Context: an optimization exercise on an open-source flow, tuned for small area. The choices shown serve that exercise and are no tape-out recipe. In this exercise RTL edits were held to simulation tests only and were not proved equivalent to the original. Power is estimated from default activity; no workload was simulated.

## box_office_top
module box_office_top (
    input  logic        clk,
    input  logic        rst_n,
    input  logic        load_i,
    input  logic [45:0] load_data_i,
    input  logic [2:0]  press_i,
    input  logic [7:0]  switch_i,
    input  logic        pin_valid_i,
    input  logic [19:0] pin_i,
    input  logic        vip_member_i,
    input  logic [2:0]  vip_day_i,
    input  logic [19:0] vip_pin_i,
    input  logic [4:0]  vip_off_i,
    output logic [2:0]  state_o,
    output logic [45:0] movie_data_o,
    output logic        vip_ok_o,
    output logic [9:0]  price_o,
    output logic [5:0]  ticket_id_o,
    output logic        ticket_valid_o
);
    logic [45:0] table_q [8];    
    logic [3:0]  count_q;        
    logic        rd_done_q;      
    logic        wr_done_q;      
    logic        loaded_q;       
    logic [2:0]  index_q;
    logic        pend_q;
    logic        redo_q;
    logic        rec_valid_q;
    logic        req_q;          
    logic [2:0]  rec_ptr_q;      
    logic        rec_vld_q;      
    logic        rec_old_q;      
    logic [45:0] snap_q;         
    logic        issue_q;        
    logic        from_pin_q;     
    logic        fetch_q;
    logic done, accept, load_ok, wr_acc;
    assign done    = rd_done_q | wr_done_q;
    assign accept  = (req_q | pend_q) & ~done;
    assign wr_acc  = accept & req_q;            
    assign load_ok = load_i & ~count_q[3];
    logic [45:0] wd;
    logic [45:0] wdata;
  ...
Size: ~1300 cells after synthesis, roughly 460 flip-flops, about 0.019 mm^2 of cells after synthesis.
clock: 6.0 ns
lec_check: 0
cap_margin: 20
core_margin: 2
core_utilization: 40
gpl_timing_driven: 0
slew_margin: 20
standard.sh (not shown) runs the stock make flow with config.mk's settings and CLKGATE_MAP_FILE= SYNTH_SCRIPT=/design/flow/synth_recipe.tcl, a recipe that flattens the netlist after the stock synthesis.
==> flow/flow/run.sh <==
#!/bin/bash
# Own layout flow: the standard ORFS flow (standard.sh) with these changes:
#  - synthesis maps the logic with an area-oriented ABC script (flow/area.abc)
#    and leaves adders to ABC (ADDER_MAP_FILE empty); the registers and
#    everything before technology mapping are the standard synthesis's
#  - ports are buffered with sky130_fd_sc_hd__buf_1
#  - CTS clusters sinks more coarsely and inserts no dummy loads
# Tool output goes to flow_make.log here and to ORFS's logs under orfs/logs.
set -euo pipefail
W=$(pwd)

export BUFFER_PORTS_ARGS="-buffer_cell sky130_fd_sc_hd__buf_1"
export CTS_ARGS="-sink_clustering_enable -repair_clock_nets -dont_use_dummy_load -sink_clustering_size 16 -sink_clustering_max_diameter 150 -buf_list sky130_fd_sc_hd__clkbuf_8"

# ORFS synthesis with only the ABC script swapped
grep -q 'log_cmd abc {\*}$abc_args' "$FLOW_HOME/scripts/synth.tcl"
sed 's|log_cmd abc {\*}$abc_args|log_cmd abc {*}[lreplace $abc_args 0 1 -script '"$W"'/flow/area.abc]|' \
    "$FLOW_HOME/scripts/synth.tcl" > "$W/own_synth_body.tcl"
grep -q 'source $::env(SCRIPTS_DIR)/synth.tcl' synth_recipe.tcl
sed 's|source $::env(SCRIPTS_DIR)/synth.tcl|source '"$W"'/own_synth_body.tcl|' synth_recipe.tcl > "$W/own_synth.tcl"
grep -q 'SYNTH_SCRIPT=' standard.sh
sed -e 's|SYNTH_SCRIPT=[^ ]*|SYNTH_SCRIPT='"$W"'/own_synth.tcl ADDER_MAP_FILE=|' standard.sh > "$W/own_standard.sh"

bash "$W/own_standard.sh" > "$W/flow_make.log" 2>&1
==> flow/flow/area.abc <==
strash
dc2
dch -f
amap
strash
dch -f
amap
strash
dch -f
amap
topo
The baseline went through all stages and came out clean.
==> next run, changes <==
Settings changed: CORE_UTILIZATION 40 to 55, GPL_TIMING_DRIVEN 0 to unset, PLACE_DENSITY set to 0.75.
After rerunning: The new run finished clean. Synthesized area does not change. Wire length drops by 10%. Hold slack improves by 17 ps.
==> next run, changes <==
Settings changed: CORE_UTILIZATION 55 to 40, PLACE_DENSITY 0.75 to unset, SETUP_SLACK_MARGIN set to -0.3.
What happened: The new run finished clean; via count fell by 1.2%; final cell count rose by 7.5%; sequential power stays flat; final area rose by 0.37%.
==> next run, changes <==
--- a/flow/flow/run.sh
+++ b/flow/flow/run.sh
@@ -13 +13 @@
-export CTS_ARGS="-sink_clustering_enable -repair_clock_nets -dont_use_dummy_load -sink_clustering_size 16 -sink_clustering_max_diameter 150 -buf_list sky130_fd_sc_hd__clkbuf_8"
+export CTS_ARGS="-sink_clustering_enable -repair_clock_nets -dont_use_dummy_load -sink_clustering_size 16 -sink_clustering_max_diameter 150 -buf_list {sky130_fd_sc_hd__clkbuf_4 sky130_fd_sc_hd__clkbuf_8}"
Settings changed: SETUP_SLACK_MARGIN -0.3 to unset.
The new run went through all stages and came out clean.
First-iteration DRC count is lower by 3.2%.
Final cell count hardly moves.
Via count is lower by 0.91%.
Setup slack gets better by 190 ps.
Utilization stays flat.
Non-clock buffer count is lower by 3.
Die area stays the same.
Fmax is higher by 3.6%.
Total power is higher by 0.72%.
==> next run, changes <==
--- a/flow/flow/run.sh
+++ b/flow/flow/run.sh
@@ -13 +13 @@
-export CTS_ARGS="-sink_clustering_enable -repair_clock_nets -dont_use_dummy_load -sink_clustering_size 16 -sink_clustering_max_diameter 150 -buf_list {sky130_fd_sc_hd__clkbuf_4 sky130_fd_sc_hd__clkbuf_8}"
+export CTS_ARGS="-sink_clustering_enable -repair_clock_nets -dont_use_dummy_load -sink_clustering_size 16 -sink_clustering_max_diameter 150 -buf_list sky130_fd_sc_hd__clkbuf_8"
=>
- setup slack does not change
- utilization is unchanged
- sequential share of layout area does not change
- cell count is unchanged
- final area stays the same
- combinational power stays flat
- wire length does not change
- clock power hardly moves
- die area is unchanged
- maximum frequency stays the same

## port drivers added, routing unchanged
Ports are ideal in the flow. The routed layouts listed here were re-timed in OpenROAD.
Step 1 assumes that a clkbuf_16 drives the clock port and a buf_2 every other input.
Step 2, shift: input delay + t, output delay - t, t = (earliest + latest rising clock arrival at the registers) / 2. This alone moves slack from input paths to output paths.
Slacks: no drivers / after step 1 / after step 2; pairs: no drivers / after step 1.
run	t, ns	slack for setup (ns)	slew at the worst register clock pin (ns)	cell pins on the clock port's net
the first run	0.644	0.476 / 0.476 / 0.321	0.12 / 0.12	1
the second run	0.600	0.508 / 0.508 / 0.345	0.11 / 0.11	1
the third run	0.631	0.385 / 0.385 / 0.218	0.11 / 0.11	1
the fourth run	0.629	0.578 / 0.578 / 0.444	0.12 / 0.12	1
the fifth run	0.629	0.578 / 0.578 / 0.444	0.12 / 0.12	1
After both steps setup and hold are still met in every run listed. For the third run, which loses most, drivers alone change the setup slack by 0.000 ns; drivers and shift together by -0.167 ns.
